This design comes from an exercise in tuning for small area, a short achievable clock period and few clock cycles on the open sky130 flow, not from production work. Where RTL was checked, it was by simulation tests only, not by an equivalence proof against the original. Function not checked in runs 1, 2, 5 and 6: the RTL went through the layout flow alone.

File: flow/config.mk
export PLATFORM = sky130hd
export DESIGN_NAME = rpn_stack_evaluator
export DESIGN_NICKNAME = rpn_stack_evaluator
export VERILOG_FILES = /design/flow/design.v
export SDC_FILE = /design/flow/constraint.sdc
export NUM_CORES = 4
export LEC_CHECK = 0
export CAP_MARGIN = 20
export CORE_MARGIN = 2
export CORE_UTILIZATION = 40
export SLEW_MARGIN = 20
File: flow/constraint.sdc
create_clock -name core_clock -period 10.0 [get_ports {clk}]
set_input_delay 2.0000 -clock core_clock [delete_from_list [all_inputs] [get_ports {clk}]]
set_output_delay 2.0000 -clock core_clock [all_outputs]
set_load 0.01 [all_outputs]
File: flow/design.v
package rse_pkg;
	localparam int STACK_DEPTH = 64;
	localparam int WORD_W      = 32;
	localparam int SYM_W       = 8;
	localparam int CNT_W       = $clog2(STACK_DEPTH + 1);
	localparam logic [SYM_W-1:0] CH_PLUS  = 8'h2B;
	localparam logic [SYM_W-1:0] CH_MINUS = 8'h2D;
	localparam logic [SYM_W-1:0] CH_STAR  = 8'h2A;
	localparam logic [SYM_W-1:0] CH_SLASH = 8'h2F;
	localparam logic [SYM_W-1:0] CH_ZERO  = 8'h30;
	localparam logic [SYM_W-1:0] CH_NINE  = 8'h39;
endpackage
module rpn_stack_evaluator (
	input  logic                           clk,
	input  logic                           arst_n,
	input  logic                           s_tvalid,
	output logic                           s_tready,
	input  logic [rse_pkg::SYM_W-1:0]      s_tdata,    
	input  logic                           s_tlast,
	output logic                           m_tvalid,
	input  logic                           m_tready,
	output logic [rse_pkg::WORD_W-1:0]     m_tdata,    
	output logic                           m_tuser     
);
	localparam int W   = rse_pkg::WORD_W;
	localparam int D   = rse_pkg::STACK_DEPTH;
	localparam int CW  = rse_pkg::CNT_W;
	localparam int K   = 7;           
	localparam int R   = D - K;       
	localparam int PHW = 6;
	localparam logic [1:0] S_CH  = 2'd0;
	localparam logic [1:0] S_MUL = 2'd1;
	localparam logic [1:0] S_DIV = 2'd2;
	localparam logic [1:0] C_HOLD = 2'd0;
	localparam logic [1:0] C_WR0  = 2'd1;    
	localparam logic [1:0] C_PUSH = 2'd2;    
	localparam logic [1:0] C_POP  = 2'd3;    
	localparam logic [2:0] V_ACC  = 3'd0;
	localparam logic [2:0] V_ALU  = 3'd1;
	localparam logic [2:0] V_MUL  = 3'd2;
	localparam logic [2:0] V_DIV  = 3'd3;
	localparam logic [2:0] V_KEEP = 3'd4;
	function automatic logic [5:0] blen(input logic [W-1:0] x);
		blen = '0;
		for (int i = 0; i < W; i++) begin
			if (x[i]) begin
				blen = 6'(i + 1);
			end
		end
	endfunction
	function automatic logic [W:0] booth(input logic [2:0] d, input logic [W-1:0] m);
		logic [W-1:0] a;
		logic         n;
		case (d)
			3'b001, 3'b010: begin a = m;                 n = 1'b0; end
			3'b011:         begin a = {m[W-2:0], 1'b0};  n = 1'b0; end
			3'b100:         begin a = {m[W-2:0], 1'b0};  n = 1'b1; end
			3'b101, 3'b110: begin a = m;                 n = 1'b1; end
			default:        begin a = '0;                n = 1'b0; end
		endcase
		booth = {n, n ? ~a : a};
	endfunction
	logic          pv;
	logic          plast;
	logic          pdig;
	logic          pplus;
	logic          pminus;
	logic          pstar;
	logic          pslash;
	logic [3:0]    pdv;
	logic [CW-1:0] cnt;
	logic          c1;       
	logic          c2;       
	logic          ck;       
	logic          in_num;
	logic          neg;
	logic          drop;
	logic          pend;
	logic          err;
	logic [1:0]    st;
	logic [W*K-1:0] tc;
	logic [W*R-1:0] ring;
	logic [PHW-1:0] ph;
	logic [CW-1:0]  phf;     
	logic [W:0]    wm;
	logic [W-1:0]  wn;
	logic [W-1:0]  wz;
	logic          nb;
	logic          mlast;
	logic          qs;
	logic          dz;
	logic [5:0]    itc;
	logic [W-1:0]  t0;
	logic [W-1:0]  t1;
	logic [W-1:0]  tk;
	logic [W-1:0]  rout;
	logic [W-1:0]  t0m;
	logic [W-1:0]  t1m;
	logic [CW-1:0] cnt_pop;
	logic          fill_ok;
	logic          spill_ok;
	logic          spill;
	logic          go;
	logic          consume;
	logic [1:0]    cop;
	logic [2:0]    vsel;
	logic          alu_sub;
	logic [CW-1:0] cnt_n;
	logic          in_num_n;
	logic          neg_n;
	logic          drop_n;
	logic          pend_n;
	logic          err_n;
	logic [1:0]    st_n;
	logic          mul_setup;
	logic          div_setup;
	logic          mul_step;
	logic          div_step;
	logic [W-1:0]  alu_res;
	logic [W-1:0]  acc_x;
	logic [W-1:0]  acc_d;
	logic [W-1:0]  acc_res;
	logic [W-1:0]  t0_new;
	logic [W:0]    pp0;
	logic [W:0]    pp1;
	logic [W-1:0]  mul_sum;
	logic          mswap;
	logic [W-1:0]  mn;
	logic [W-1:0]  abs_a;
	logic [W-1:0]  abs_b;
	logic [5:0]    la;
	logic [5:0]    lb;
	logic [5:0]    dk;
	logic          bz;
	logic [W+1:0]  trial;
	logic          ge;
	logic [W-1:0]  qv;
	logic [W-2:0]  negz;
	logic [W-1:0]  div_res;
	assign t0      = tc[W-1:0];
	assign t1      = tc[2*W-1:W];
	assign tk      = tc[W*K-1:W*(K-1)];
	assign rout    = ring[W*R-1:W*(R-1)];
	assign t0m     = c1 ? t0 : '0;
	assign t1m     = c2 ? t1 : '0;
	assign cnt_pop = c2 ? (cnt - CW'(1)) : CW'(1);
	assign fill_ok  = ck || (cnt == phf);
	assign spill_ok = (cnt < CW'(K)) || (cnt == (phf - CW'(1)));
	assign alu_res = t1m + (alu_sub ? ~t0m : t0m) + W'(alu_sub);
	assign acc_x   = in_num ? t0 : '0;
	assign acc_d   = (in_num ? neg : pend) ? (W'(0) - W'(pdv)) : W'(pdv);
	assign acc_res = (acc_x << 3) + (acc_x << 1) + acc_d;
	assign pp0     = booth({wn[1:0], nb}, wm[W-1:0]);
	assign pp1     = booth(wn[3:1], {wm[W-3:0], 2'b00});
	assign mul_sum = wz + pp0[W-1:0] + pp1[W-1:0] + W'(pp0[W]) + W'(pp1[W]);
	assign mswap   = ((t1m ^ {W{t1m[W-1]}}) < (t0m ^ {W{t0m[W-1]}}));
	assign mn      = mswap ? t1m : t0m;
	assign abs_a   = t1m[W-1] ? (W'(0) - t1m) : t1m;
	assign abs_b   = t0m[W-1] ? (W'(0) - t0m) : t0m;
	assign la      = blen(t1m ^ {W{t1m[W-1]}}) + 6'(t1m[W-1]);
	assign lb      = blen(t0m ^ {W{t0m[W-1]}});
	assign bz      = (t0m == '0);
	assign dk      = (bz || (la < lb)) ? 6'd0 : (la - lb);
	assign trial   = {2'b00, wn} - {1'b0, wm};
	assign ge      = !trial[W+1];
	assign qv      = {wz[W-2:0], ge};
	assign negz    = W'(0) - wz[W-2:0];
	always_comb begin
		if (dz) begin
			div_res = '0;
		end else if (!qs) begin
			div_res = qv;
		end else if (ge) begin
			div_res = {~wz[W-2:0], 1'b1};
		end else begin
			div_res = {negz, 1'b0};
		end
	end
	always_comb begin
		case (vsel)
			V_ACC:   t0_new = acc_res;
			V_ALU:   t0_new = alu_res;
			V_MUL:   t0_new = mul_sum;
			V_DIV:   t0_new = div_res;
			default: t0_new = t0;
		endcase
	end
	always_comb begin
		go        = pv && !(plast && m_tvalid);
		consume   = 1'b0;
		cop       = C_HOLD;
		vsel      = V_KEEP;
		alu_sub   = 1'b0;
		cnt_n     = cnt;
		in_num_n  = in_num;
		neg_n     = neg;
		drop_n    = drop;
		pend_n    = pend;
		err_n     = err;
		st_n      = st;
		spill     = 1'b0;
		mul_setup = 1'b0;
		div_setup = 1'b0;
		mul_step  = 1'b0;
		div_step  = 1'b0;
		if (go) begin
			case (st)
				S_CH: begin
					if (pend && !pdig) begin
						if (fill_ok) begin
							cop     = C_POP;
							vsel    = V_ALU;
							alu_sub = 1'b1;
							cnt_n   = cnt_pop;
							pend_n  = 1'b0;
							if (!(pplus || pstar || pslash || (pminus && plast))) begin
								consume = 1'b1;
								pend_n  = pminus;
							end
						end
					end else if (pdig) begin
						if (in_num) begin
							if (!drop) begin
								cop  = C_WR0;
								vsel = V_ACC;
							end
							consume = 1'b1;
						end else if (cnt == CW'(D)) begin
							in_num_n = 1'b1;
							drop_n   = 1'b1;
							neg_n    = pend;
							pend_n   = 1'b0;
							consume  = 1'b1;
						end else if (spill_ok) begin
							cop      = C_PUSH;
							vsel     = V_ACC;
							spill    = !(cnt < CW'(K));
							cnt_n    = cnt + CW'(1);
							in_num_n = 1'b1;
							neg_n    = pend;
							pend_n   = 1'b0;
							consume  = 1'b1;
						end
					end else if (pminus && !plast) begin
						in_num_n = 1'b0;
						drop_n   = 1'b0;
						neg_n    = 1'b0;
						pend_n   = 1'b1;
						consume  = 1'b1;
					end else if (pplus || pminus || pstar || pslash) begin
						if (fill_ok) begin
							in_num_n = 1'b0;
							drop_n   = 1'b0;
							neg_n    = 1'b0;
							cnt_n    = cnt_pop;
							cop      = C_POP;
							if (pplus || pminus) begin
								vsel    = V_ALU;
								alu_sub = pminus;
								consume = 1'b1;
							end else if (pstar) begin
								mul_setup = 1'b1;
								st_n      = S_MUL;
							end else begin
								div_setup = 1'b1;
								st_n      = S_DIV;
							end
						end
					end else begin
						in_num_n = 1'b0;
						drop_n   = 1'b0;
						neg_n    = 1'b0;
						consume  = 1'b1;
					end
				end
				S_MUL: begin
					mul_step = 1'b1;
					if (mlast) begin
						cop     = C_WR0;
						vsel    = V_MUL;
						consume = 1'b1;
						st_n    = S_CH;
					end
				end
				default: begin
					div_step = 1'b1;
					if (itc == '0) begin
						cop     = C_WR0;
						vsel    = V_DIV;
						err_n   = err || dz;
						consume = 1'b1;
						st_n    = S_CH;
					end
				end
			endcase
		end
	end
	assign s_tready = !pv || consume;
	always_ff @(posedge clk) begin
		ring <= {ring[W*(R-1)-1:0], (spill ? tk : rout)};
		case (cop)
			C_WR0: tc[W-1:0] <= t0_new;
			C_PUSH: tc <= {tc[W*(K-1)-1:0], t0_new};
			C_POP: tc <= {rout, tc[W*K-1:2*W], t0_new};
			default: ;
		endcase
	end
	always_ff @(posedge clk) begin
		if (mul_setup) begin
			wm    <= {1'b0, mswap ? t0m : t1m};
			wn    <= mn;
			wz    <= '0;
			nb    <= 1'b0;
			mlast <= (&mn[W-1:3]) || !(|mn[W-1:3]);
		end else if (mul_step) begin
			wm    <= {wm[W-4:0], 4'b0000};
			wn    <= {{4{wn[W-1]}}, wn[W-1:4]};
			wz    <= mul_sum;
			nb    <= wn[3];
			mlast <= (&wn[W-1:7]) || !(|wn[W-1:7]);
		end else if (div_setup) begin
			wn  <= abs_a;
			wm  <= {1'b0, abs_b} << dk;
			wz  <= '0;
			itc <= dk;
			qs  <= t1m[W-1] ^ t0m[W-1];
			dz  <= bz;
		end else if (div_step) begin
			if (ge) begin
				wn <= trial[W-1:0];
			end
			wm  <= {1'b0, wm[W:1]};
			wz  <= qv;
			itc <= itc - 6'd1;
		end
	end
	always_ff @(posedge clk or negedge arst_n) begin
		if (!arst_n) begin
			pv       <= 1'b0;
			plast    <= 1'b0;
			pdig     <= 1'b0;
			pplus    <= 1'b0;
			pminus   <= 1'b0;
			pstar    <= 1'b0;
			pslash   <= 1'b0;
			pdv      <= '0;
			cnt      <= '0;
			c1       <= 1'b0;
			c2       <= 1'b0;
			ck       <= 1'b1;
			in_num   <= 1'b0;
			neg      <= 1'b0;
			drop     <= 1'b0;
			pend     <= 1'b0;
			err      <= 1'b0;
			st       <= S_CH;
			ph       <= '0;
			phf      <= CW'(K + 1);
			m_tvalid <= 1'b0;
			m_tdata  <= '0;
			m_tuser  <= 1'b0;
		end else begin
			if (ph == PHW'(R - 1)) begin
				ph  <= '0;
				phf <= CW'(K + 1);
			end else begin
				ph  <= ph + PHW'(1);
				phf <= phf + CW'(1);
			end
			if (s_tvalid && s_tready) begin
				pv     <= 1'b1;
				plast  <= s_tlast;
				pdig   <= (s_tdata >= rse_pkg::CH_ZERO) && (s_tdata <= rse_pkg::CH_NINE);
				pplus  <= (s_tdata == rse_pkg::CH_PLUS);
				pminus <= (s_tdata == rse_pkg::CH_MINUS);
				pstar  <= (s_tdata == rse_pkg::CH_STAR);
				pslash <= (s_tdata == rse_pkg::CH_SLASH);
				pdv    <= s_tdata[3:0];
			end else if (consume) begin
				pv <= 1'b0;
			end
			st <= st_n;
			if (consume && plast) begin
				m_tvalid <= 1'b1;
				m_tdata  <= (err_n || (!c1 && (cop == C_HOLD))) ? '0 : t0_new;
				m_tuser  <= err_n;
				cnt      <= '0;
				c1       <= 1'b0;
				c2       <= 1'b0;
				ck       <= 1'b1;
				in_num   <= 1'b0;
				neg      <= 1'b0;
				drop     <= 1'b0;
				pend     <= 1'b0;
				err      <= 1'b0;
			end else begin
				if (m_tready) begin
					m_tvalid <= 1'b0;
				end
				cnt    <= cnt_n;
				c1     <= (cnt_n != '0);
				c2     <= (cnt_n > CW'(1));
				ck     <= (cnt_n <= CW'(K));
				in_num <= in_num_n;
				neg    <= neg_n;
				drop   <= drop_n;
				pend   <= pend_n;
				err    <= err_n;
			end
		end
	end
endmodule
File: flow/run.sh
#!/bin/bash
# synth_recipe.tcl (not shown) runs the flow's synth.tcl, then flattens the netlist and writes it again
# the make line also repeats each setting of config.mk as NAME=value (left out here)
make -C /OpenROAD-flow-scripts/flow DESIGN_CONFIG=/design/flow/config.mk WORK_HOME=/design/flow/orfs CLKGATE_MAP_FILE= SYNTH_SCRIPT=/design/flow/synth_recipe.tcl finish
==> results.yml, run 1 <==
run_status:
  status: "complete, no violations"
yosys:
  synth_enable_flop_cells: 297
  synthCells: 6007
  synth-seq-cells: 2230
  synth.yosys.warnings: 1
  synth-async-reset-ratio_pct: 3.363
  ys.flop_type: "dfxtp_1"
  ys_seq_area_share_pct: 65.16
  synth_cell_types: 90
  synth_nets: 6257
  syn_area_sq_mm: 0.07365
  avgSynthCellArea_sq_um: 12.26
cts:
  clock-root-buffer: "clkbuf_16"
  clockBufferDepth: 3
  cts_setup_buffers: 0
  cts_resized: 0
  htree_num_levels: 4
  cts.sinks: 2230
  cts_made_buffers: 209
  clock_latency_ns: 0.89
  hold_buffers: 0
  cts_tree: "built"
  clkTransAtPathRegs_ns: 0.07
global_routing:
  antenna_found_initial: 9
  first_global_vias: 43730
  grt_max_degree: 134
  grt_overflow: 0
  track_usage_pct: 21.51
  grt_pass1_wl_mm: 297.5
layout:
  final_area_sq_mm: 0.08457
  post-route-util_pct: 46.19
  final_cell_mix: "dfxtp_1 (1858), nand2_1 (368), nor2_1 (305)"
  num-nets-final: 6307
  fill_cells: 16620
  area.growth.synth_to_final_pct: 14.82
  final_common_cell: "dfxtp_1"
  drive_gt1_share_pct: 12.35
critical_path:
  cpPeakStageDelay_ns: 0.77
  cp_max_fo: 46
  path_cells: "buf_4 -> inv_1 -> a211oi_1 -> nor4_1 -> nor3_1 -> o21ai_0 -> a2111oi_0 -> o21ai_0 -> a21bo_2 -> a21oi_1 -> ha_1 -> fa_1 -> a21o_1 -> a21oi_1 -> o21ai_1 -> o21a_1 -> nand2_1 -> nor2_1 -> o21ai_0 -> mux2i_1 -> mux2_2 -> a2111oi_0 -> o221ai_1"
  worstPathArrival_ns: 7.96
  crit_top_cell: "o21ai_0"
  cp_data_required_time_ns: 10.58
  crit_path_end_kind: "register"
  crit_type: "register to register"
  crit_path_top_delay_cell: "nand2_1"
  critPathLaunchType: "register"
sta:
  setup_viol: 0
  clock_skew_ns: 0.07304
  period_needed_ns: 7.379
  fmax_mhz: 135.5
  max_slew_margin_pct: 26.50
  setup_tns_ns: 0
  rsz0062_at_grt: "false"
  maxSlewViolCount: 0
  worst_pin_slew_ns: 1.089
  hold_viol: 0
  finalCritPeriodShare_pct: 73.79
die:
  io_pins: 48
  initial_core_util_pct: 40.23
  fp.dieH_um: 433.1
  num_rows: 157
  die_w_um: 433.1
  core-area_sq_mm: 0.1831
  die_area_sq_mm: 0.1876
detailed_routing:
  wl_mm: 203.3
  drc: 0
  drt_iter0_drc: 4793
  wl_per_cell_um: 23.33
  vias: 45850
  final_antenna_net_count: 0
  drt-pass1-iter-count: 9
  vias_per_cell: 5.262
run:
  cap_violations: 0
placed_design:
  gp_congestion: 0.9935
  portBuffers: 47
  place_area_sq_mm: 0.07690
  dp_hpwl_mm: 142.4
hold_path:
  hp-class: "register to register"
-- kinds of logic after synthesis --
kind of cell / after synthesis / synth area share (%)
buf+inv: 470 / 2.422
flops: 2230 / 65.16
mux: 350 / 5.168
compound gates: 1177 / 10.69
fa+ha+maj: 237 / 4.678
simple gates: 1200 / 7.787
xor+xnor: 343 / 4.097
-- synth_stat cells (20+ instances only) --
library cell / count / area share [%]
a211oi_1: 37 / 0.38
a21o_1: 43 / 0.44
a21oi_1: 217 / 1.5
a221oi_1: 31 / 0.37
a222oi_1: 26 / 0.35
a22o_1: 37 / 0.44
a22oi_1: 92 / 0.94
a31oi_1: 49 / 0.42
and2_1: 63 / 0.54
and3_1: 23 / 0.20
buf_1: 33 / 0.17
clkbuf_1: 267 / 1.4
dfrtp_1: 73 / 2.5
dfxtp_1: 1858 / 51
edfxtp_1: 297 / 12
fa_1: 64 / 1.7
ha_1: 173 / 2.9
inv_1: 159 / 0.81
mux2_2: 241 / 3.7
mux2i_1: 108 / 1.5
nand2_1: 371 / 1.9
nand2b_1: 39 / 0.33
nand3_1: 75 / 0.51
nand4_1: 44 / 0.37
nor2_1: 309 / 1.6
nor2b_1: 41 / 0.35
nor3_1: 86 / 0.58
nor4_1: 31 / 0.26
o211ai_1: 26 / 0.27
o21a_1: 32 / 0.33
o21ai_0: 296 / 2.0
o221ai_1: 37 / 0.44
o22ai_1: 38 / 0.32
o31ai_1: 33 / 0.34
o41ai_1: 24 / 0.29
or2_2: 20 / 0.17
or3_1: 33 / 0.28
xnor2_1: 125 / 1.5
xor2_1: 217 / 2.6
-- through the flow --
step / setup slack (ns) / instances / hold slack, ns
6_report: 2.621 / 8712 / 0.2769
5_1_grt: 2.036 / 8709 / 0.2767
2_1_floorplan: 3.535 / 6007 / 0.3096
3_5_place_dp: 2.415 / 8310 / 0.3121
3_3_place_gp: 2.371 / 8310 / 0.3096
4_1_cts: 2.354 / 8709 / 0.2642
-- cell type report --
class / instances / area, sq um / area share [%]
Clock inverter: 131 / 1744 / 2.062
Sequential cell: 2230 / 48000 / 56.75
Multi-Input combinational cell: 3307 / 23970 / 28.35
Clock buffer: 268 / 5903 / 6.980
Tap cell: 2464 / 3083 / 3.645
Timing Repair Buffer: 148 / 1251 / 1.479
Antenna cell: 3 / 7.507 / 0.008877
Inverter: 161 / 611.8 / 0.7235
-- routing by layer --
layer  wire [um]  GRT usage [%]
met5          13              0
met1       92080          30.27
met4       11520          11.62
met2       85080          31.02
met3       14580          4.257
-- worst max-delay path, delay by kind of cell, from the launching register on --
| kind | cells | cell delay (ns) |
|---|---|---|
| fa+ha+maj | 2 | 0.77 |
| compound gates | 13 | 3.51 |
| buf+inv | 2 | 0.70 |
| mux | 2 | 0.54 |
| simple gates | 4 | 1.17 |
| flops | 1 | 0.32 |
-- final timing paths --
kind	startpoint	endpoint	slack [ns]	depth (start not counted)
max reg2reg	tc[63]$_DFFE_PP_	wm[29]$_DFFE_PP_	2.62	23
min	ring[1639]$_DFF_P_	ring[1671]$_DFF_P_	0.28	0
min in group asynchronous	arst_n	m_tdata[12]$_DFFE_PN0P_	1.00	1
max in group asynchronous	arst_n	c2$_DFF_PN0_	7.81	2
max	tc[63]$_DFFE_PP_	wm[29]$_DFFE_PP_	2.62	23
min reg2reg	ring[1639]$_DFF_P_	ring[1671]$_DFF_P_	0.28	0
-- sequential cells by signal, summed over array words and instances (netlist names), 4 cells and up --
name     cells
wn          32
cnt          7
itc          6
wm          33
wz          32
ring      1824
ph           6
tc         224
m_tdata     32
phf          7
pdv          4
==> run 2: changes to the inputs <==
--- a/flow/config.mk
+++ b/flow/config.mk
@@ -6,6 +6,8 @@
 export NUM_CORES = 4
 export LEC_CHECK = 0
+export ABC_CLOCK_PERIOD_IN_PS = 4500
 export CAP_MARGIN = 20
 export CORE_MARGIN = 2
 export CORE_UTILIZATION = 40
+export SETUP_SLACK_MARGIN = 5
 export SLEW_MARGIN = 20
==> run 2 against run 1 <==
Compared with the run above: wire length rose by 2.9%; register-to-register slack improved by 1.7 ns; clock skew rose by 0.0019 ns; sequential share of layout area fell by 2.3 points; synthesized cell count did not move; clock-buffer cell count rose by 35; fmax rose by 30%; critical path type unchanged; highest routed layer is now met4.
==> results.yml, run 2 <==
detailed_routing:
  drt-pass1-iter-count: 7
  wl_per_cell_um: 23.54
  wl_mm: 209.2
  vias_per_cell: 5.324
  drt_iter0_drc: 4910
  drc: 0
  wl_met2_mm: 85.20
  wl_met1_mm: 93.76
  final_antenna_net_count: 0
  dr_wl_met3_mm: 16.82
  top_layer: "met4"
  vias: 47310
yosys:
  ys_top_cells_by_count: "dfxtp_1 (1858), nand2_1 (371), nor2_1 (309)"
  synth-xor-area-share_pct: 4.097
  avgSynthCellArea_sq_um: 12.26
  synthMuxAreaShare_pct: 5.168
  synth.yosys.warnings: 1
  syn_area_sq_mm: 0.07365
  yosysMostFrequentCell: "dfxtp_1"
  ys.flop_type: "dfxtp_1"
  yosysTopAreaCellShare_pct: 50.50
  synth_area_leaders: "dfxtp_1 (51%), edfxtp_1 (12%), mux2_2 (3.7%), ha_1 (2.9%), xor2_1 (2.6%)"
  synthCells: 6007
  synth-async-reset-ratio_pct: 3.363
  synth_top_cell_by_area: "dfxtp_1"
  synth_nets: 6257
  synth_simple_gate_area_share_pct: 7.787
  ys_seq_area_share_pct: 65.16
  synth_enable_flop_cells: 297
  synth_compound_area_share_pct: 10.69
  synth_top_family_by_area: "compound AO/OA/AOI/OAI gates"
  synth_cell_types: 90
  synth-seq-cells: 2230
  synth_fa_ha_area_share_pct: 4.678
global_routing:
  grt_pass1_wl_mm: 305.3
  antenna_found_initial: 7
  track_usage_pct: 21.89
  first_global_vias: 45270
  grt_max_degree: 114
  grt_overflow: 0
cts:
  cts_made_buffers: 206
  clockBufferDepth: 3
  htree_num_levels: 4
  hold_buffers: 0
  cts.sinks: 2230
  clkTransAtPathRegs_ns: 0.06
  clock_latency_ns: 0.88
  cts_tree: "built"
  clock-root-buffer: "clkbuf_16"
sta:
  period_needed_ns: 5.664
  fmax_mhz: 176.6
  maxSlewViolCount: 0
  rsz0062_at_grt: "true"
  hold_viol: 0
  setup_ws_ns: 4.336
  setup_viol: 0
  worst_pin_slew_ns: 1.086
  finalCritPeriodShare_pct: 56.64
  max_slew_margin_pct: 27.58
  clock_skew_ns: 0.07490
  setup_tns_ns: 0
layout:
  largestRegisters: "ring (1824), tc (224), wm (33)"
  area.growth.synth_to_final_pct: 19.64
  final_common_cell: "dfxtp_1"
  largest_reg_flops: 1824
  final_cell_mix: "dfxtp_1 (1858), nand2_1 (358), edfxtp_1 (297)"
  num-nets-final: 6495
  largest-register: "ring"
  drive_gt1_share_pct: 18.90
  fill_cells: 16430
placed_design:
  dp_hpwl_mm: 140.9
  gp_congestion: 1.041
  pre_cts_ws_ns: 3.166
  portBuffers: 47
critical_path:
  cp_max_fo: 7
  crit_type: "register to register"
  cp_data_required_time_ns: 10.58
  critPathLaunchType: "register"
  crit_path_top_delay_cell: "edfxtp_1"
  crit_path_end_kind: "register"
  cpPeakStageDelay_ns: 0.50
  worstPathArrival_ns: 6.24
  crit_top_cell: "o21ai_1"
run:
  cap_violations: 0
die:
  die_w_um: 433.1
  core-area_sq_mm: 0.1831
  num_rows: 157
  fp.dieH_um: 433.1
  io_pins: 48
  die_area_sq_mm: 0.1876
  initial_core_util_pct: 40.23
hold_path:
  hp-class: "register to register"
run_status:
  status: "complete, no violations"
## run 2: cells by family after synthesis
logic type,Yosys count
xor gates and xnor gates,343
muxes,350
buffers and inverters,470
adders and majority gates,237
and+or+nand+nor,1200
DFF,2230
AOI/OAI and AO/OA,1177
## run 2: metal layers
layer	vias to the layer above	global-route usage [%]
met4	0	12.74
met3	522	4.450
met1	23140	30.92
met5	-	0
met2	2002	30.93
li1	21650	-
## run 2: area by class of cell
class	instances	area, sq um	share of cell area [%]
Inverter	161	615.6	0.6986
Clock buffer	303	6043	6.858
Sequential cell	2230	48010	54.49
Timing Repair Buffer	338	3276	3.717
Clock inverter	79	1100	1.248
Multi-Input combinational cell	3308	25980	29.48
Tap cell	2464	3083	3.499
Antenna cell	3	7.507	0.008519
## run 2: worst paths after layout
path / startpoint / to / slack [ns] / cells past startpoint
setup / recovery: tc[32]$_DFFE_PP_ / wm[26]$_DFFE_PP_ / 4.34 / 28
hold / removal: ring[1446]$_DFF_P_ / ring[1478]$_DFF_P_ / 0.28 / 0
setup reg to reg: tc[32]$_DFFE_PP_ / wm[26]$_DFFE_PP_ / 4.34 / 28
hold reg to reg: ring[1446]$_DFF_P_ / ring[1478]$_DFF_P_ / 0.28 / 0
max in group asynchronous: arst_n / cnt[6]$_DFF_PN0_ / 8.16 / 1
min in group asynchronous: arst_n / m_tdata[3]$_DFFE_PN0P_ / 1.18 / 1
## run 2: worst max-delay path, delay by kind of cell (launching register included)
family	cells	cell delay, ns
multiplexers	3	0.70
flip-flops	1	0.50
adder cells (fa/ha/maj)	2	0.55
AO/OA/AOI/OAI	15	2.54
AND/OR/NAND/NOR	4	0.56
buffers and inverters	4	0.52
## run 2: per-stage QoR
stage | utilization, % | cells | hold WS, ns | instance area, sq um
after floorplan | - | 6007 | 0.3096 | 73830
after global placement | 42.03 | 8310 | 0.3101 | 76950
after detailed placement | 42.04 | 8310 | 0.3121 | 76960
after CTS | 47.15 | 8799 | 0.2702 | 86320
after global routing | 48.13 | 8883 | 0.2843 | 88110
final | 48.13 | 8886 | 0.2837 | 88120
## run 2: timing repair
action,4_1_cts,5_1_grt
endpoints found under the setup margin,159,112
gates cloned,8,4
endpoints found under the hold margin,0,0
setup buffers,99,80
resized for setup,296,228
pin swaps,89,119
==> run 3: changes to the inputs <==
--- a/flow/design.v
+++ b/flow/design.v
@@ -32,4 +32,5 @@
 	localparam logic [1:0] S_MUL = 2'd1;
 	localparam logic [1:0] S_DIV = 2'd2;
+	localparam logic [1:0] S_DNORM = 2'd3;
 	localparam logic [1:0] C_HOLD = 2'd0;
 	localparam logic [1:0] C_WR0  = 2'd1;    
@@ -117,4 +118,5 @@
 	logic          mul_step;
 	logic          div_step;
+	logic          div_norm;
 	logic [W-1:0]  alu_res;
 	logic [W-1:0]  acc_x;
@@ -204,4 +206,5 @@
 		mul_step  = 1'b0;
 		div_step  = 1'b0;
+		div_norm  = 1'b0;
 		if (go) begin
 			case (st)
@@ -264,5 +267,5 @@
 							end else begin
 								div_setup = 1'b1;
-								st_n      = S_DIV;
+								st_n      = S_DNORM;
 							end
 						end
@@ -283,4 +286,8 @@
 					end
 				end
+				S_DNORM: begin
+					div_norm = 1'b1;
+					st_n     = S_DIV;
+				end
 				default: begin
 					div_step = 1'b1;
@@ -321,9 +328,11 @@
 		end else if (div_setup) begin
 			wn  <= abs_a;
-			wm  <= {1'b0, abs_b} << dk;
+			wm  <= {1'b0, abs_b};
 			wz  <= '0;
 			itc <= dk;
 			qs  <= t1m[W-1] ^ t0m[W-1];
 			dz  <= bz;
+		end else if (div_norm) begin
+			wm <= wm << itc;
 		end else if (div_step) begin
 			if (ge) begin
--- a/flow/config.mk
+++ b/flow/config.mk
@@ -6,5 +6,5 @@
 export NUM_CORES = 4
 export LEC_CHECK = 0
-export ABC_CLOCK_PERIOD_IN_PS = 4500
+export ABC_CLOCK_PERIOD_IN_PS = 3500
 export CAP_MARGIN = 20
 export CORE_MARGIN = 2
==> run 3 against run 2 <==
Compared with the run above: critical path depth shrank 18; synthesized cell count shrank 0.20%; global-route usage decreased by 2.1 points; still clean on timing, DRC and antenna; clock-buffer cell count decreased by 10; non-clock buffer count shrank 127; clock skew up 0.021 ns; via count down 4.1%; sequential share of layout area grew 2.0 points.
==> results.yml, run 3 <==
detailed_routing:
  vias: 45370
  drt_iter0_drc: 4085
  final_antenna_net_count: 0
  drc: 0
  vias_per_cell: 5.236
  wl_per_cell_um: 21.70
  wl_mm: 188.1
  drt-pass1-iter-count: 9
yosys:
  yosysTopAreaCellShare_pct: 50.69
  avgSynthCellArea_sq_um: 12.24
  syn_area_sq_mm: 0.07337
  yosysMostFrequentCell: "dfxtp_1"
  synth_area_leaders: "dfxtp_1 (51%), edfxtp_1 (12%), mux2_2 (3.6%), ha_1 (3.0%), xor2_1 (2.7%)"
  synth_top_cell_by_area: "dfxtp_1"
  synthCells: 5995
  synth_enable_flop_cells: 297
  synth_cell_types: 88
  ys_top_cells_by_count: "dfxtp_1 (1858), nand2_1 (419), nor2_1 (327)"
  ys.flop_type: "dfxtp_1"
  synth_nets: 6248
  synth.yosys.warnings: 1
  ys_seq_area_share_pct: 65.41
  synth-async-reset-ratio_pct: 3.363
  synth-seq-cells: 2230
global_routing:
  grt_max_degree: 135
  antenna_found_initial: 5
  first_global_vias: 43700
  grt_pass1_wl_mm: 279.5
  grt_overflow: 0
  track_usage_pct: 19.74
critical_path:
  critPathLaunchType: "register"
  crit_type: "register to output port"
  worstPathArrival_ns: 2.96
  cp_max_fo: 29
  crit_path_top_delay_cell: "edfxtp_1"
  path_cells: "buf_4 -> inv_1 -> buf_6 -> nand2_1 -> nor4_1 -> buf_4 -> o21a_2 -> nand2_4 -> nand2_4 -> buf_6"
  critPathTopFamily: "buffers and inverters"
  cp_data_required_time_ns: 8.00
  cpPeakStageDelay_ns: 0.36
  crit_path_end_kind: "output port"
  setup.worst_path.start: "itc[2]$_DFFE_PP_"
  path_buf_inv: 5
  timing.rr.start: "wn[0]$_DFFE_PP_"
run:
  cap_violations: 0
sta:
  hold_viol: 0
  maxSlewViolCount: 0
  rsz0062_at_grt: "true"
  max_slew_margin_pct: 29.01
  setup_viol: 0
  period_needed_ns: 4.957
  clock_skew_ns: 0.09628
  finalCritPeriodShare_pct: 49.57
  fmax_mhz: 201.8
  setup_tns_ns: 0
  worst_pin_slew_ns: 1.065
layout:
  regArea_sq_mm: 0.04801
  multi_input_area_sq_mm: 0.02426
  final_cell_mix: "dfxtp_1 (1857), nand2_1 (409), nor2_1 (320)"
  area.growth.synth_to_final_pct: 15.93
  final_common_cell: "dfxtp_1"
  largest_reg_flops: 1824
  fill_cells: 16380
  largest-register: "ring"
  largestRegisters: "ring (1824), tc (224), wm (33)"
  num-nets-final: 6352
  drive_gt1_share_pct: 14.46
die:
  die_area_sq_mm: 0.1869
  die_w_um: 432.3
  core-area_sq_mm: 0.1827
  io_pins: 48
  fp.dieH_um: 432.3
  initial_core_util_pct: 40.16
  num_rows: 157
placed_design:
  dp_hpwl_mm: 127.2
  gp_congestion: 1.003
  portBuffers: 47
cts:
  clock-root-buffer: "clkbuf_16"
  cts_tree: "built"
  hold_buffers: 0
  htree_num_levels: 4
  clock_latency_ns: 0.86
  cts.sinks: 2230
  clockBufferDepth: 3
  clkTransAtPathRegs_ns: 0.06
  cts_made_buffers: 208
run_status:
  status: "complete, no violations"
hold_path:
  min-delay-start: "ring[789]$_DFF_P_"
  hp-class: "register to register"
==> run 3: cell count changes after synthesis, sizes merged, moves of 18 or more <==
cell   delta
nor2b    -18
nand2    +48
a21oi    +54
xnor2    +25
mux2i    -44
a21o     +35
nor2     +18
o21ai    +19
==> run 3: cell type report <==
class / instances / area share, %
sequential: 2230 / 56.44
multi-input combinational: 3301 / 28.52
clock buffer: 293 / 7.201
tap: 2385 / 3.508
timing repair buffer: 211 / 2.276
clock inverter: 96 / 1.380
inverter: 147 / 0.6649
antenna: 2 / 0.005884
==> run 3: worst paths after layout <==
check	end	slack (ns)	cells after the start
max	s_tready	5.04	10
min	ring[821]$_DFF_P_	0.24	0
max reg2reg	tc[30]$_DFFE_PP_	5.11	19
min reg2reg	ring[821]$_DFF_P_	0.24	0
max in group asynchronous	cnt[6]$_DFF_PN0_	8.17	1
min in group asynchronous	pdv[3]$_DFFE_PN0P_	1.18	1
==> run 3: stage by stage <==
stage	util, %	worst slack (ns)	area (sq um)	hold slack (ns)	cells
floorplan	-	1.694	73470	0.3096	5995
global placement	41.89	3.539	76520	0.3096	8209
detailed placement	41.89	3.467	76520	0.3121	8209
CTS	46.20	4.935	84390	0.2449	8627
global route	46.56	4.874	85050	0.2466	8664
finish	46.56	5.043	85060	0.2359	8665
==> run 3: logic make-up after synthesis <==
logic type / synth area share, %
buffers and inverters: 2.387
xor gates and xnor gates: 4.543
and+or+nand+nor: 7.050
AOI/OAI and AO/OA: 10.95
adders and majority gates: 4.748
DFF: 65.41
muxes: 4.910
==> run 3: timing repair <==
action | in CTS | in global routing
gates resized for setup | 85 | 75
setup endpoints to repair | 198 | 99
buffers inserted | 27 | 32
gates cloned | 2 | 4
pin swaps | 16 | 19
==> run 3: per-layer routing <==
metal	vias up	share of wire (%)	GRT usage [%]
li1	21140	-	-
met1	22160	45	27.93
met2	1675	42	28.97
met3	402	7.5	3.998
met4	2	4.7	9.051
met5	-	0.0069	0
Testbench counts of run 3, summed over its fixed seeds: cycles 45,392.
==> run 4: changes to the inputs <==
--- a/flow/config.mk
+++ b/flow/config.mk
@@ -6,5 +6,5 @@
 export NUM_CORES = 4
 export LEC_CHECK = 0
-export ABC_CLOCK_PERIOD_IN_PS = 3500
+export ABC_CLOCK_PERIOD_IN_PS = 4500
 export CAP_MARGIN = 20
 export CORE_MARGIN = 2
==> run 4 against run 3 <==
Compared with the run above: still clean on timing, DRC and antenna; register-to-register slack is essentially flat; hold slack is the same.
==> results.yml, run 4 <==
sta:
  hold_slack_ns: 0.2359
  hold_viol: 0
  maxSlewViolCount: 0
  max_slew_margin_pct: 29.01
  finalCritPeriodShare_pct: 49.57
  worst_pin_slew_ns: 1.065
  rsz0062_at_grt: "true"
  period_needed_ns: 4.957
  setup_tns_ns: 0
  setup_viol: 0
  fmax_mhz: 201.8
  clock_skew_ns: 0.09628
yosys:
  synth.yosys.warnings: 1
  synth-seq-cells: 2230
  synth_cell_types: 88
  synthCells: 5995
  ys.flop_type: "dfxtp_1"
  yosysMostFrequentCell: "dfxtp_1"
  synth-async-reset-ratio_pct: 3.363
  synth_top_cell_by_area: "dfxtp_1"
  yosysTopAreaCellShare_pct: 50.69
  avgSynthCellArea_sq_um: 12.24
  ys_top_cells_by_count: "dfxtp_1 (1858), nand2_1 (419), nor2_1 (327)"
  synth_enable_flop_cells: 297
  synth_nets: 6248
  syn_area_sq_mm: 0.07337
  ys_seq_area_share_pct: 65.41
  synth_area_leaders: "dfxtp_1 (51%), edfxtp_1 (12%), mux2_2 (3.6%), ha_1 (3.0%), xor2_1 (2.7%)"
placed_design:
  portBuffers: 47
  gp_congestion: 1.003
  dp_hpwl_mm: 127.2
hold_path:
  min-delay-start: "ring[789]$_DFF_P_"
  hp-class: "register to register"
critical_path:
  worstPathArrival_ns: 2.96
  crit_type: "register to output port"
  cpPeakStageDelay_ns: 0.36
  critPathTopFamily: "buffers and inverters"
  setup.worst_path.start: "itc[2]$_DFFE_PP_"
  cp_data_required_time_ns: 8.00
  path_buf_inv: 5
  crit_path_end_kind: "output port"
  path_cells: "buf_4 -> inv_1 -> buf_6 -> nand2_1 -> nor4_1 -> buf_4 -> o21a_2 -> nand2_4 -> nand2_4 -> buf_6"
  critPathLaunchType: "register"
  crit_path_top_delay_cell: "edfxtp_1"
  cp_max_fo: 29
  timing.rr.start: "wn[0]$_DFFE_PP_"
global_routing:
  first_global_vias: 43700
  grt_overflow: 0
  grt_max_degree: 135
  track_usage_pct: 19.74
  grt_pass1_wl_mm: 279.5
  antenna_found_initial: 5
cts:
  clockBufferDepth: 3
  htree_num_levels: 4
  clock-root-buffer: "clkbuf_16"
  clock_latency_ns: 0.86
  cts_tree: "built"
  cts.sinks: 2230
  cts_made_buffers: 208
  clkTransAtPathRegs_ns: 0.06
  hold_buffers: 0
detailed_routing:
  wl_mm: 188.1
  drc: 0
  drt-pass1-iter-count: 9
  vias: 45370
  wl_per_cell_um: 21.70
  drt_iter0_drc: 4085
  final_antenna_net_count: 0
  vias_per_cell: 5.236
die:
  core-area_sq_mm: 0.1827
  initial_core_util_pct: 40.16
  fp.dieH_um: 432.3
  die_area_sq_mm: 0.1869
  io_pins: 48
  num_rows: 157
  die_w_um: 432.3
layout:
  num-nets-final: 6352
  final_common_cell: "dfxtp_1"
  final_cell_mix: "dfxtp_1 (1857), nand2_1 (409), nor2_1 (320)"
  area.growth.synth_to_final_pct: 15.93
  fill_cells: 16380
  drive_gt1_share_pct: 14.46
  largest-register: "ring"
  largest_reg_flops: 1824
  largestRegisters: "ring (1824), tc (224), wm (33)"
run_status:
  status: "complete, no violations"
run:
  cap_violations: 0
## run 4: cell counts after synthesis
No cell type changed its count.
## run 4: cell type report
class	instances	area, sq um	area share [%]
well taps	2385	2984	3.508
inverters	147	565.5	0.6649
diodes	2	5.005	0.005884
multi-input cells	3301	24260	28.52
clock inverters	96	1174	1.380
repair buffers	211	1936	2.276
flip-flops and latches	2230	48010	56.44
clock buffers	293	6125	7.201
## run 4: worst paths after layout
| check | endpoint | slack, ns | cells after the start |
|---|---|---|---|
| worst max-delay path | s_tready | 5.04 | 10 |
| worst min-delay path | ring[821]$_DFF_P_ | 0.24 | 0 |
| worst max register to register | tc[30]$_DFFE_PP_ | 5.11 | 19 |
| worst min register to register | ring[821]$_DFF_P_ | 0.24 | 0 |
| max in group asynchronous | cnt[6]$_DFF_PN0_ | 8.17 | 1 |
| min in group asynchronous | pdv[3]$_DFFE_PN0P_ | 1.18 | 1 |
## run 4: kinds of logic after synthesis
family	synth area share, %
adders and majority gates	4.748
buffers and inverters	2.387
AOI/OAI and AO/OA	10.95
muxes	4.910
DFF	65.41
xor gates and xnor gates	4.543
and+or+nand+nor	7.050
## run 4: through the flow
step | utilization, % | instances | cell area, sq um | setup WS [ns]
after floorplan | - | 5995 | 73470 | 1.694
after CTS | 46.20 | 8627 | 84390 | 4.935
final | 46.56 | 8665 | 85060 | 5.043
after global routing | 46.56 | 8664 | 85050 | 4.874
after global placement | 41.89 | 8209 | 76520 | 3.539
after detailed placement | 41.89 | 8209 | 76520 | 3.467
## run 4: worst reg2reg max path, cell delays in order (launching register included)
cell and delay, ns:
edfxtp_1 0.50, xor2_2 0.21, clkbuf_8 0.21, a22oi_1 0.16
o21ai_1 0.10, fa_1 0.50, fa_2 0.43, a211o_1 0.32
a21oi_2 0.19, o211ai_1 0.15, a221oi_2 0.23, buf_4 0.18
o31ai_4 0.09, o211ai_1 0.30, o21ai_2 0.11, a21o_1 0.19
a21oi_2 0.18, xnor2_2 0.13, a2111oi_4 0.34, nor2_1 0.10
## run 4: timing repair
item	in CTS	in global routing
endpoints found under the setup margin	198	99
buffers inserted	27	32
pin swaps	16	19
gates cloned	2	4
resized for setup	85	75
## run 4: layer usage
metal	vias up	GRT usage, %	part of all wire, %
met3	402	3.998	7.5
met1	22160	27.93	45
met2	1675	28.97	42
met4	2	9.051	4.7
li1	21140	-	-
met5	-	0	0.0069
==> run 5: changes to the inputs <==
--- a/flow/design.v
+++ b/flow/design.v
@@ -50,16 +50,34 @@
 		end
 	endfunction
-	function automatic logic [W:0] booth(input logic [2:0] d, input logic [W-1:0] m);
-		logic [W-1:0] a;
-		logic         n;
+	function automatic logic [2:0] bdec(input logic [2:0] d);
 		case (d)
-			3'b001, 3'b010: begin a = m;                 n = 1'b0; end
-			3'b011:         begin a = {m[W-2:0], 1'b0};  n = 1'b0; end
-			3'b100:         begin a = {m[W-2:0], 1'b0};  n = 1'b1; end
-			3'b101, 3'b110: begin a = m;                 n = 1'b1; end
-			default:        begin a = '0;                n = 1'b0; end
+			3'b001, 3'b010: bdec = 3'b001;
+			3'b011:         bdec = 3'b010;
+			3'b100:         bdec = 3'b110;
+			3'b101, 3'b110: bdec = 3'b101;
+			default:        bdec = 3'b000;
 		endcase
-		booth = {n, n ? ~a : a};
 	endfunction
+	function automatic logic [W-1:0] bsel(input logic [2:0] c, input logic [W-1:0] m);
+		logic [W-1:0] a;
+		a = ({W{c[0]}} & m) | ({W{c[1]}} & {m[W-2:0], 1'b0});
+		bsel = c[2] ? ~a : a;
+	endfunction
+	logic          rdy;
+	logic          bv;
+	logic          blast;
+	logic          bdig;
+	logic          bplus;
+	logic          bminus;
+	logic          bstar;
+	logic          bslash;
+	logic [3:0]    bdv;
+	logic          in_take;
+	logic          in_dig;
+	logic          in_plus;
+	logic          in_minus;
+	logic          in_star;
+	logic          in_slash;
+	logic          ld_p;
 	logic          pv;
 	logic          plast;
@@ -87,5 +105,6 @@
 	logic [W-1:0]  wn;
 	logic [W-1:0]  wz;
-	logic          nb;
+	logic [2:0]    bd0;
+	logic [2:0]    bd1;
 	logic          mlast;
 	logic          qs;
@@ -124,6 +143,6 @@
 	logic [W-1:0]  acc_res;
 	logic [W-1:0]  t0_new;
-	logic [W:0]    pp0;
-	logic [W:0]    pp1;
+	logic [W-1:0]  pp0;
+	logic [W-1:0]  pp1;
 	logic [W-1:0]  mul_sum;
 	logic          mswap;
@@ -153,7 +172,7 @@
 	assign acc_d   = (in_num ? neg : pend) ? (W'(0) - W'(pdv)) : W'(pdv);
 	assign acc_res = (acc_x << 3) + (acc_x << 1) + acc_d;
-	assign pp0     = booth({wn[1:0], nb}, wm[W-1:0]);
-	assign pp1     = booth(wn[3:1], {wm[W-3:0], 2'b00});
-	assign mul_sum = wz + pp0[W-1:0] + pp1[W-1:0] + W'(pp0[W]) + W'(pp1[W]);
+	assign pp0     = bsel(bd0, wm[W-1:0]);
+	assign pp1     = bsel(bd1, {wm[W-3:0], 2'b00});
+	assign mul_sum = wz + pp0 + pp1 + W'(bd0[2]) + W'(bd1[2]);
 	assign mswap   = ((t1m ^ {W{t1m[W-1]}}) < (t0m ^ {W{t0m[W-1]}}));
 	assign mn      = mswap ? t1m : t0m;
@@ -303,5 +322,12 @@
 		end
 	end
-	assign s_tready = !pv || consume;
+	assign s_tready = rdy;
+	assign in_take  = s_tvalid && rdy;
+	assign in_dig   = (s_tdata >= rse_pkg::CH_ZERO) && (s_tdata <= rse_pkg::CH_NINE);
+	assign in_plus  = (s_tdata == rse_pkg::CH_PLUS);
+	assign in_minus = (s_tdata == rse_pkg::CH_MINUS);
+	assign in_star  = (s_tdata == rse_pkg::CH_STAR);
+	assign in_slash = (s_tdata == rse_pkg::CH_SLASH);
+	assign ld_p     = !pv || consume;
 	always_ff @(posedge clk) begin
 		ring <= {ring[W*(R-1)-1:0], (spill ? tk : rout)};
@@ -318,5 +344,6 @@
 			wn    <= mn;
 			wz    <= '0;
-			nb    <= 1'b0;
+			bd0   <= bdec({mn[1:0], 1'b0});
+			bd1   <= bdec(mn[3:1]);
 			mlast <= (&mn[W-1:3]) || !(|mn[W-1:3]);
 		end else if (mul_step) begin
@@ -324,5 +351,6 @@
 			wn    <= {{4{wn[W-1]}}, wn[W-1:4]};
 			wz    <= mul_sum;
-			nb    <= wn[3];
+			bd0   <= bdec(wn[5:3]);
+			bd1   <= bdec(wn[7:5]);
 			mlast <= (&wn[W-1:7]) || !(|wn[W-1:7]);
 		end else if (div_setup) begin
@@ -346,4 +374,13 @@
 	always_ff @(posedge clk or negedge arst_n) begin
 		if (!arst_n) begin
+			rdy      <= 1'b0;
+			bv       <= 1'b0;
+			blast    <= 1'b0;
+			bdig     <= 1'b0;
+			bplus    <= 1'b0;
+			bminus   <= 1'b0;
+			bstar    <= 1'b0;
+			bslash   <= 1'b0;
+			bdv      <= '0;
 			pv       <= 1'b0;
 			plast    <= 1'b0;
@@ -377,16 +414,36 @@
 				phf <= phf + CW'(1);
 			end
-			if (s_tvalid && s_tready) begin
-				pv     <= 1'b1;
-				plast  <= s_tlast;
-				pdig   <= (s_tdata >= rse_pkg::CH_ZERO) && (s_tdata <= rse_pkg::CH_NINE);
-				pplus  <= (s_tdata == rse_pkg::CH_PLUS);
-				pminus <= (s_tdata == rse_pkg::CH_MINUS);
-				pstar  <= (s_tdata == rse_pkg::CH_STAR);
-				pslash <= (s_tdata == rse_pkg::CH_SLASH);
-				pdv    <= s_tdata[3:0];
-			end else if (consume) begin
-				pv <= 1'b0;
+			if (ld_p) begin
+				if (bv) begin
+					pv     <= 1'b1;
+					plast  <= blast;
+					pdig   <= bdig;
+					pplus  <= bplus;
+					pminus <= bminus;
+					pstar  <= bstar;
+					pslash <= bslash;
+					pdv    <= bdv;
+				end else begin
+					pv     <= in_take;
+					plast  <= s_tlast;
+					pdig   <= in_dig;
+					pplus  <= in_plus;
+					pminus <= in_minus;
+					pstar  <= in_star;
+					pslash <= in_slash;
+					pdv    <= s_tdata[3:0];
+				end
+			end
+			if (in_take && (bv || !ld_p)) begin
+				blast  <= s_tlast;
+				bdig   <= in_dig;
+				bplus  <= in_plus;
+				bminus <= in_minus;
+				bstar  <= in_star;
+				bslash <= in_slash;
+				bdv    <= s_tdata[3:0];
 			end
+			bv  <= ld_p ? (bv && in_take) : (bv || in_take);
+			rdy <= !((ld_p ? (bv || in_take) : 1'b1) && (ld_p ? (bv && in_take) : (bv || in_take)));
 			st <= st_n;
 			if (consume && plast) begin
--- a/flow/config.mk
+++ b/flow/config.mk
@@ -6,5 +6,4 @@
 export NUM_CORES = 4
 export LEC_CHECK = 0
-export ABC_CLOCK_PERIOD_IN_PS = 4500
 export CAP_MARGIN = 20
 export CORE_MARGIN = 2
==> run 5 against run 4 <==
Compared with the run above: critical endpoint is now m_tdata[3]$_DFFE_PN0P_; critical path type is now register to register; non-clock buffer count shrank 13; die area grew 1.9%; fmax grew 0.74%; utilization is essentially flat; clock skew shrank 0.0066 ns; still clean on timing, DRC and antenna.
==> results.yml, run 5 <==
global_routing:
  grt_pass1_wl_mm: 303.6
  grt_max_degree: 92
  track_usage_pct: 21.23
  antenna_found_initial: 4
  grt_overflow: 0
  first_global_vias: 45520
layout:
  largestRegisters: "ring (1824), tc (224), wm (33)"
  final_common_cell: "dfxtp_1"
  num-nets-final: 6493
  drive_gt1_share_pct: 13.81
  layout.cells.non_filler: 8907
  final_cell_mix: "dfxtp_1 (1857), nand2_1 (412), nor2_1 (357)"
  post-route-util_pct: 46.55
  fill_cells: 16710
  largest-register: "ring"
  area.growth.synth_to_final_pct: 15.54
  largest_reg_flops: 1824
  final_area_sq_mm: 0.08641
cts:
  hold_buffers: 0
  htree_num_levels: 4
  cts_tree: "built"
  clock-root-buffer: "clkbuf_16"
  clock_latency_ns: 0.88
  cts.sinks: 2247
  cts_made_buffers: 210
  clkTransAtPathRegs_ns: 0.07
  clockBufferDepth: 3
hold_path:
  hp-class: "register to register"
  min-delay-start: "ring[855]$_DFF_P_"
  whs_path_depth: 0
  whs_endpoint: "ring[887]$_DFF_P_"
yosys:
  synth-seq-cells: 2247
  yosysMostFrequentCell: "dfxtp_1"
  synth_cell_types: 94
  syn_area_sq_mm: 0.07479
  synth.yosys.warnings: 1
  synth-async-reset-ratio_pct: 3.872
  synth_area_leaders: "dfxtp_1 (50%), edfxtp_1 (12%), mux2_2 (3.7%), ha_1 (3.0%), dfrtp_1 (2.8%)"
  synth_enable_flop_cells: 303
  ys_top_cells_by_count: "dfxtp_1 (1857), nand2_1 (416), nor2_1 (361)"
  yosysTopAreaCellShare_pct: 49.70
  avgSynthCellArea_sq_um: 12.15
  synth_nets: 6411
  ys.flop_type: "dfxtp_1"
  ys_seq_area_share_pct: 64.78
  synthCells: 6158
  synth_top_cell_by_area: "dfxtp_1"
sta:
  clock_skew_ns: 0.08964
  fmax_mhz: 203.2
  period_needed_ns: 4.920
  max_slew_margin_pct: 21.50
  hold_slack_ns: 0.2901
  rsz0062_at_grt: "false"
  worst_pin_slew_ns: 1.167
  setup_viol: 0
  setup_tns_ns: 0
  hold_viol: 0
  finalCritPeriodShare_pct: 49.20
  maxSlewViolCount: 0
  setup_ws_ns: 5.080
detailed_routing:
  wl_per_cell_um: 23.14
  drt_iter0_drc: 4335
  vias: 46860
  drt-pass1-iter-count: 8
  final_antenna_net_count: 0
  wl_mm: 206.1
  vias_per_cell: 5.261
  drc: 0
placed_design:
  pre_cts_ws_ns: 4.092
  gp_congestion: 0.9744
  place_area_sq_mm: 0.07788
  dp_cells: 8452
  dp_hpwl_mm: 142.0
  portBuffers: 47
critical_path:
  crit_path_end_kind: "register"
  r2r_slack_ns: 5.08
  r2r_end: "m_tdata[3]$_DFFE_PN0P_"
  worstPathArrival_ns: 5.67
  timing.rr.start: "wm[1]$_DFFE_PP_"
  cp_max_fo: 9
  critPathLaunchType: "register"
  crit_type: "register to register"
  cp_data_required_time_ns: 10.75
  reg2regPathDepth: 13
die:
  fp.dieH_um: 436.4
  num_rows: 158
  core-area_sq_mm: 0.1856
  io_pins: 48
  die_w_um: 436.4
  die_area_sq_mm: 0.1905
  initial_core_util_pct: 40.29
run:
  cap_violations: 0
run_status:
  status: "complete, no violations"
==> run 5: cell types whose count changed after synthesis, moves of 19 or more <==
cell and delta:
o211ai_1 +24, xnor2_1 +43, nand3_1 +24, xor2_1 -75
inv_1 +23, o21ai_0 -34, clkbuf_1 -19, buf_2 +32
a211oi_1 +39, nor2_1 +34
==> run 5: timing repair <==
action,CTS,global route
resized for setup,31,51
endpoints found under the setup margin,177,262
cloned,1,2
pin swaps,3,0
hold endpoints to repair,0,0
buffers inserted,28,25
==> run 5: cells by family after synthesis <==
logic type	Yosys count	synth area share (%)
compound gates	1225	10.88
xor+xnor	347	4.082
fa+ha+maj	240	4.637
buf+inv	499	2.575
flops	2247	64.78
mux	339	5.216
simple gates	1261	7.832
==> run 5: cell type report <==
| class | instances | area, sq um | area share, % |
|---|---|---|---|
| Tap cell | 2480 | 3103 | 3.591 |
| Sequential cell | 2247 | 48470 | 56.09 |
| Clock inverter | 119 | 1627 | 1.882 |
| Timing Repair Buffer | 198 | 1775 | 2.055 |
| Antenna cell | 3 | 7.507 | 0.008687 |
| Multi-Input combinational cell | 3413 | 24730 | 28.62 |
| Clock buffer | 277 | 6061 | 7.014 |
| Inverter | 170 | 644.4 | 0.7457 |
==> run 5: how the worst max path moves through the flow <==
| stage | slack [ns] | from | to |
|---|---|---|---|
| 2_1_floorplan | 5.02 | in_num$_DFFE_PN0P_ | tc[24]$_DFFE_PP_ |
| 3_3_place_gp | 4.16 | tc[31]$_DFFE_PP_ | wn[26]$_DFFE_PP_ |
| 3_5_place_dp | 4.09 | tc[31]$_DFFE_PP_ | wn[28]$_DFFE_PP_ |
| 4_1_cts | 5.00 | wm[8]$_DFFE_PP_ | tc[30]$_DFFE_PP_ |
| 5_1_grt | 4.97 | wm[7]$_DFFE_PP_ | tc[30]$_DFFE_PP_ |
| 6_report | 5.08 | wm[1]$_DFFE_PP_ | m_tdata[3]$_DFFE_PN0P_ |
==> run 5: worst max-delay path: stages (launching register included) <==
cell	delay, ns
edfxtp_1	0.60
buf_4	0.25
inv_1	0.05
ha_1	0.26
nor2b_1	0.19
o2111ai_1	0.23
a211oi_1	0.54
o2111ai_2	0.40
nand4_1	0.57
nand2_1	0.13
and2_1	0.17
o21ai_0	0.65
a41oi_1	0.44
a22o_1	0.31
==> run 5: per-layer routing <==
metal / track usage, % / vias up / part of all wire, % / routed length (um)
met1: 29.99 / 23060 / 46 / 94400
met4: 8.701 / 2 / 4.1 / 8456
met2: 31.57 / 1630 / 43 / 88550
met5: 0 / - / 0.0063 / 13
met3: 4.428 / 374 / 7.1 / 14660
li1: - / 21800 / - / -
==> run 6: changes to the inputs <==
==> flow/flow/run.sh (new file) <==
#!/bin/bash
set -euo pipefail
bash standard.sh SETUP_SLACK_MARGIN=6.5 finish > flow_make.log 2>&1
==> flow/standard.sh (new file) <==
#!/bin/bash
# synth_recipe.tcl (not shown) runs the flow's synth.tcl, then flattens the netlist and writes it again
# the make line also repeats each setting of config.mk as NAME=value (left out here)
make -C /OpenROAD-flow-scripts/flow DESIGN_CONFIG=/design/flow/config.mk WORK_HOME=/design/flow/orfs CLKGATE_MAP_FILE= SYNTH_SCRIPT=/design/flow/synth_recipe.tcl "${@:-finish}"
--- a/flow/config.mk
+++ b/flow/config.mk
@@ -9,4 +9,3 @@
 export CORE_MARGIN = 2
 export CORE_UTILIZATION = 40
-export SETUP_SLACK_MARGIN = 5
 export SLEW_MARGIN = 20
removed: flow/run.sh
==> run 6 against run 5 <==
Compared with the run above: register-to-register slack better by 0.43 ns; global-route usage up 1.4 points; critical path depth increased by 8; hold slack got worse by 0.00082 ns; first-iteration DRC count grew 17%; synthesized cell count unchanged; utilization rose by 4.7 points; clock-buffer cell count rose by 5; critical endpoint is now m_tdata[31]$_DFFE_PN0P_.
==> results.yml, run 6 <==
sta:
  max_slew_margin_pct: 28.96
  hold_slack_ns: 0.2893
  clock_skew_ns: 0.06220
  period_needed_ns: 4.491
  maxSlewViolCount: 0
  worst_pin_slew_ns: 1.058
  setup_tns_ns: 0
  setup_viol: 0
  hold_viol: 0
  setup_ws_ns: 5.509
  fmax_mhz: 222.7
  rsz0062_at_grt: "true"
  finalCritPeriodShare_pct: 44.91
yosys:
  synth_simple_gate_area_share_pct: 7.832
  synth_top_cell_by_area: "dfxtp_1"
  synth_compound_area_share_pct: 10.88
  synth-async-reset-ratio_pct: 3.872
  avgSynthCellArea_sq_um: 12.15
  synth-xor-area-share_pct: 4.082
  synth_nets: 6411
  ys_top_cells_by_count: "dfxtp_1 (1857), nand2_1 (416), nor2_1 (361)"
  synth_area_leaders: "dfxtp_1 (50%), edfxtp_1 (12%), mux2_2 (3.7%), ha_1 (3.0%), dfrtp_1 (2.8%)"
  synth_fa_ha_area_share_pct: 4.637
  synth.yosys.warnings: 1
  synthCells: 6158
  ys_seq_area_share_pct: 64.78
  yosysTopAreaCellShare_pct: 49.70
  synth_top_family_by_area: "compound AO/OA/AOI/OAI gates"
  syn_area_sq_mm: 0.07479
  synth-seq-cells: 2247
  yosysMostFrequentCell: "dfxtp_1"
  synthMuxAreaShare_pct: 5.216
  synth_cell_types: 94
  ys.flop_type: "dfxtp_1"
  synth_enable_flop_cells: 303
detailed_routing:
  vias_per_cell: 5.409
  drt_iter0_drc: 5052
  final_antenna_net_count: 0
  wl_per_cell_um: 24.12
  drt-pass1-iter-count: 10
  drc: 0
  wl_mm: 224.2
  vias: 50290
layout:
  final_common_cell: "dfxtp_1"
  multi_input_area_sq_mm: 0.02926
  fill_cells: 15920
  largest-register: "ring"
  largestRegisters: "ring (1824), tc (224), wm (33)"
  post-route-util_pct: 51.30
  final_cell_mix: "dfxtp_1 (1857), nand2_1 (384), buf_4 (348)"
  largest_reg_flops: 1824
  area.growth.synth_to_final_pct: 27.32
  drive_gt1_share_pct: 27.60
  regArea_sq_mm: 0.04848
  num-nets-final: 6884
run_status:
  status: "complete, no violations"
critical_path:
  r2r_slack_ns: 5.51
  crit_type: "register to register"
  cp_data_required_time_ns: 10.74
  reg2regPathDepth: 21
  cp_max_fo: 10
  crit_path_end_kind: "register"
  timing.rr.start: "cnt[5]$_DFF_PN0_"
  critPathLaunchType: "register"
  r2r_end: "m_tdata[31]$_DFFE_PN0P_"
  crit_path_end: "m_tdata[31]$_DFFE_PN0P_"
  setup.worst_path.start: "cnt[5]$_DFF_PN0_"
  worstPathArrival_ns: 5.24
die:
  core-area_sq_mm: 0.1856
  num_rows: 158
  io_pins: 48
  fp.dieH_um: 436.4
  initial_core_util_pct: 40.29
  die_area_sq_mm: 0.1905
  die_w_um: 436.4
cts:
  cts.sinks: 2247
  clock_latency_ns: 0.85
  clkTransAtPathRegs_ns: 0.07
  htree_num_levels: 4
  clock-root-buffer: "clkbuf_16"
  clockBufferDepth: 3
  cts_tree: "built"
  cts_made_buffers: 210
global_routing:
  track_usage_pct: 22.63
  grt_pass1_wl_mm: 323.8
  first_global_vias: 48520
  grt_max_degree: 80
  antenna_found_initial: 12
  grt_overflow: 0
placed_design:
  gp_congestion: 0.9835
  dp_hpwl_mm: 139.4
  pre_cts_ws_ns: 4.231
  portBuffers: 47
hold_path:
  hp-class: "register to register"
run:
  cap_violations: 0
-- run 6: stage by stage --
step	area [sq um]	instances
after floorplan	75760	6158
after detailed placement	78520	8445
after CTS	92220	9171
final	95230	9298
after global routing	95210	9290
after global placement	78490	8443
-- run 6: worst max-delay path, cell delays in order (launching register included) --
cell and delay (ns):
dfrtp_2 0.49, xor2_2 0.24, or3_4 0.41, o21ai_4 0.25, nand2b_4 0.15, buf_6 0.16, buf_6 0.10, xor2_1 0.15
ha_1 0.36, nand4_1 0.16, nor2_2 0.18, a211oi_1 0.08, o21a_2 0.16, buf_4 0.16, nor3_4 0.30, buf_4 0.17
buf_6 0.09, o21ai_4 0.06, mux2i_2 0.18, a21oi_2 0.16, a31oi_4 0.13, a22o_1 0.22
-- run 6: cells by family (layout without fill, tap and decap cells) --
kind of cell | after synthesis | in the layout
AOI/OAI and AO/OA | 1225 | 1225
DFF | 2247 | 2247
xor gates and xnor gates | 347 | 347
adders and majority gates | 240 | 240
and+or+nand+nor | 1261 | 1270
muxes | 339 | 339
other | 0 | 9
buffers and inverters | 499 | 1141
-- run 6: metal layers --
layer / track usage [%] / part of all wire [%] / vias to the layer above
li1: - / - / 22630
met1: 30.91 / 43 / 24540
met2: 32.42 / 41 / 2373
met3: 5.583 / 9.1 / 744
met4: 13.30 / 7.0 / 4
met5: 0 / 0.0094 / -
-- run 6: how the worst min path moves through the flow --
stage | startpoint | endpoint | slack [ns] | depth (start not counted)
floorplan | ring[968]$_DFF_P_ | ring[1000]$_DFF_P_ | 0.31 | 0
global placement | ring[19]$_DFF_P_ | ring[51]$_DFF_P_ | 0.31 | 0
detailed placement | ring[1010]$_DFF_P_ | ring[1042]$_DFF_P_ | 0.31 | 0
CTS | ring[214]$_DFF_P_ | ring[246]$_DFF_P_ | 0.28 | 0
global route | ring[214]$_DFF_P_ | ring[246]$_DFF_P_ | 0.29 | 0
finish | ring[171]$_DFF_P_ | ring[203]$_DFF_P_ | 0.29 | 0
-- run 6: layout make-up --
| type | count | share of cell area, % |
|---|---|---|
| Antenna cell | 9 | 0.02365 |
| Timing Repair Buffer | 573 | 6.513 |
| Tap cell | 2480 | 3.258 |
| Clock inverter | 108 | 1.315 |
| Clock buffer | 282 | 6.362 |
| Multi-Input combinational cell | 3421 | 30.73 |
| Sequential cell | 2247 | 50.91 |
| Inverter | 170 | 0.7358 |
| Timing Repair inverter | 8 | 0.1485 |
-- run 6: repair_timing --
item	in CTS	in global routing
hold buffers	0	0
gates cloned	43	16
pin swaps	286	181
buffers inserted	293	101
gates resized for setup	785	415
setup endpoints to repair	666	628

-- static timing again, ports no longer ideal --
The results above use ideal ports. As a check the final layouts listed here were re-extracted and re-timed, cells and wires unchanged.
Step 1 (the two cells are an assumption about what drives the block):
set clk [get_ports {clk}]
set_driving_cell -lib_cell sky130_fd_sc_hd__clkbuf_16 $clk
set_driving_cell -lib_cell sky130_fd_sc_hd__buf_2 [delete_from_list [all_inputs] $clk]
Step 2 times the ports against the registers' clock, not the clock port: input delays grow and output delays shrink by t, the midpoint of the rising clock arrivals with the driver on.
a / b / c = ideal ports / drivers / drivers and shift; a / b = the first two.
run | t (ns) | slack for setup (ns) | worst slew at a driven data input, ns
run 1 | 0.935 | 2.621 / 2.621 / 2.621 | 0.04
run 2 | 0.913 | 4.336 / 4.336 / 4.336 | 0.04
run 3 | 0.891 | 5.043 / 4.964 / 5.108 | 0.04
run 4 | 0.891 | 5.043 / 4.964 / 5.108 | 0.04
run 5 | 0.925 | 5.080 / 5.080 / 5.080 | 0.03
run 6 | 0.904 | 5.509 / 5.509 / 5.509 | 0.05
After both steps setup and hold are still met in every run listed.
